Source: an optimization exercise on an open RTL-to-GDS flow (aim: small area and a short achievable clock period). Production flows keep margins and buffers that such runs may drop. RTL that was checked went through simulation tests only; none was proved equivalent to the original. Power figures rest on the tool's default switching activity, not on a simulated workload.

## build 53
## sparse_row_top
module sparse_row_top (
  input  logic                            clk,
  input  logic                            reset,
  input  logic                            wr_req_act_flag,
  input  logic [16-1:0]                      wr_data_act_flag,
  input  logic                            wr_req_act,
  input  logic [8-1:0]               wr_data_act,
  input  logic                            wr_req_wei,
  input  logic [8-1:0]               wr_data_wei,
  input  logic                            start,
  input  logic                            wait_state,
  output logic                            en,
  output logic [1:0]                      state,
  output logic [4-1:0]               row_index,
  output logic [4-1:0]               act_index,
  output logic [8-1:0]               serial_out,
  output logic [5-1:0]               row_val_num,
  output logic                            zero_flag,
  output logic                            row_cal_done,
  output logic [8*9-1:0]  parallel_out
);
clock: 7.5 ns
lec_check: 0
cap_margin: 20
core_margin: 2
core_utilization: 60
cts_cluster_diameter: 120
cts_cluster_size: 24
setup_slack_margin: 4.5
slew_margin: 20
run.sh (not shown) runs the stock make flow with config.mk's settings and CLKGATE_MAP_FILE= SYNTH_SCRIPT=/design/flow/synth_recipe.tcl, a recipe that flattens the netlist after the stock synthesis.
Input-level comparison between build 82 and build 53:
--- a/flow/config.mk
+++ b/flow/config.mk
@@ -11,4 +11,4 @@
 export CTS_CLUSTER_DIAMETER = 120
 export CTS_CLUSTER_SIZE = 24
-export SETUP_SLACK_MARGIN = 4.5
+export SETUP_SLACK_MARGIN = 4.8
 export SLEW_MARGIN = 20
[summary]
- The higher met2 layer wire length in the routed design of build 53 and build 82 is in build 82.
- Taking build 53 over build 82, the switching power summed over all nets ratio works out to 0.927.
- On part of the power in combinational logic, the higher figure sits with build 82, not build 53.
- i_row_sequencer.serial_out[6] as the endpoint of the most critical setup path was reported by build 53, and i_row_sequencer.serial_out[7] by build 82.
Setup changes, build 82 to build 39
--- a/flow/config.mk
+++ b/flow/config.mk
@@ -11,4 +11,4 @@
 export CTS_CLUSTER_DIAMETER = 120
 export CTS_CLUSTER_SIZE = 24
-export SETUP_SLACK_MARGIN = 4.8
+export SETUP_SLACK_MARGIN = 4.6
 export SLEW_MARGIN = 20
### Flow results
- The core of build 39 is less densely filled than that of build 82.
- Total power of the final layout was higher in the run labelled build 82.
- The power density over cell area on build 82 is in line with that on build 39.
- Changes observed in build 39 relative to build 82: combined buffer and inverter count along the critical path decreased 1, post-layout instance count excluding filler cells decreased 0.81%.
Modified inputs, build 95 compared to build 39
--- a/flow/config.mk
+++ b/flow/config.mk
@@ -11,4 +11,5 @@
 export CTS_CLUSTER_DIAMETER = 120
 export CTS_CLUSTER_SIZE = 24
-export SETUP_SLACK_MARGIN = 4.6
+export SETUP_SLACK_MARGIN = 4.8
 export SLEW_MARGIN = 20
+export TNS_END_PERCENT = 5
Build 95: no failed stages, no open violations at the end
Going from build 39 to build 95, routed via count divided by cell count went up, power spent charging and discharging nets went up.
After detailed routing, build 39 needs less wire than build 95.
Looking only at utilization, and setting everything else aside, the lower value of build 95 and build 39 goes to build 95.
Between build 95 and build 39, it is build 95 whose routed length on met1 is higher, by about 2%.
o21ai_0 as the slowest cell on the critical path was reported by build 95, and or4_1 by build 39.
Final total power went up slightly going from build 39 to build 95.
Final cell count delta for build 95 relative to build 39: about 0.64% lower
In build 95 the setup slack turned out 0.058 ns lower than in build 39.
Build 95 vs build 39, largest stage delay on the critical path went up by 0.05 ns.
There was hardly any difference in count of buffer and inverter cells on the critical path between build 39 and build 95.

* * *

sparse_row_top, a different RTL version from the one above (not shown whole).
Size in the first run: ~5,000 cells after synthesis, ~2,500 flip-flops, ~140 I/O pins, about 92,000 um2 of cells after synthesis.
export LEC_CHECK = 0
export CAP_MARGIN = 20
export CORE_MARGIN = 2
export CORE_UTILIZATION = 55
export CTS_CLUSTER_DIAMETER = 120
export CTS_CLUSTER_SIZE = 24
export SETUP_SLACK_MARGIN = 4.4
export SLEW_MARGIN = 20
create_clock -name core_clock -period 7.5 [get_ports {clk}]
Change:
- CORE_UTILIZATION: 55 -> 70
- PLACE_DENSITY: not set -> 0.8
Effect:
- The changed run ran to the end with no violations
- setup slack gains 0.017 ns
- design area falls slightly
- critical path depth is unchanged
- sequential share of layout area rose by 0.52 points
- die area came out lower by about a fifth
- worst hold slack gains 0.018 ns
- power fell slightly
- clock power shrinks by a few percent
- final cell count is lower by a few percent
- global-route usage went up by 5.1 points
No run of this note included a check of the RTL's function; only the layout flow was run.

## port drivers added, routing unchanged
In the flow no input, the clock included, has a driving cell. The finished layouts below were timed again as built, in two steps. Step 1 assumes that a clkbuf_16 drives the clock port and a buf_2 every other input. Step 2, shift: input delay + t, output delay - t, t = (earliest + latest rising clock arrival at the registers) / 2. This alone moves slack from input paths to output paths. Slacks: no drivers / after step 1 / after step 2; pairs: no drivers / after step 1.
run | t, ns | setup WS [ns] | hold slack, ns | clock arrival spread, ns | cell pins on the clock port's net
build 53 | 0.863 | 4.230 / 4.230 / 3.703 | 0.487 / 0.487 / 0.487 | 0.042 / 0.042 | 1
build 82 | 0.856 | 4.525 / 4.491 / 3.945 | 0.478 / 0.478 / 0.478 | 0.031 / 0.030 | 1
build 39 | 0.860 | 4.466 / 4.466 / 3.677 | 0.487 / 0.487 / 0.487 | 0.032 / 0.032 | 1
build 95 | 0.862 | 4.408 / 4.408 / 3.707 | 0.481 / 0.481 / 0.481 | 0.028 / 0.028 | 1
the first run of note 2 | 0.837 | 2.234 / 2.267 / 1.430 | 0.479 / 0.479 / 0.479 | 0.039 / 0.039 | 1
the second run of note 2 | 0.845 | 2.251 / 2.262 / 1.418 | 0.497 / 0.497 / 0.497 | 0.057 / 0.057 | 1
After both steps setup and hold are still met in every run listed. The setup slack of the second run of note 2, which loses most, moves by +0.011 ns with the drivers and by -0.833 ns with both steps.
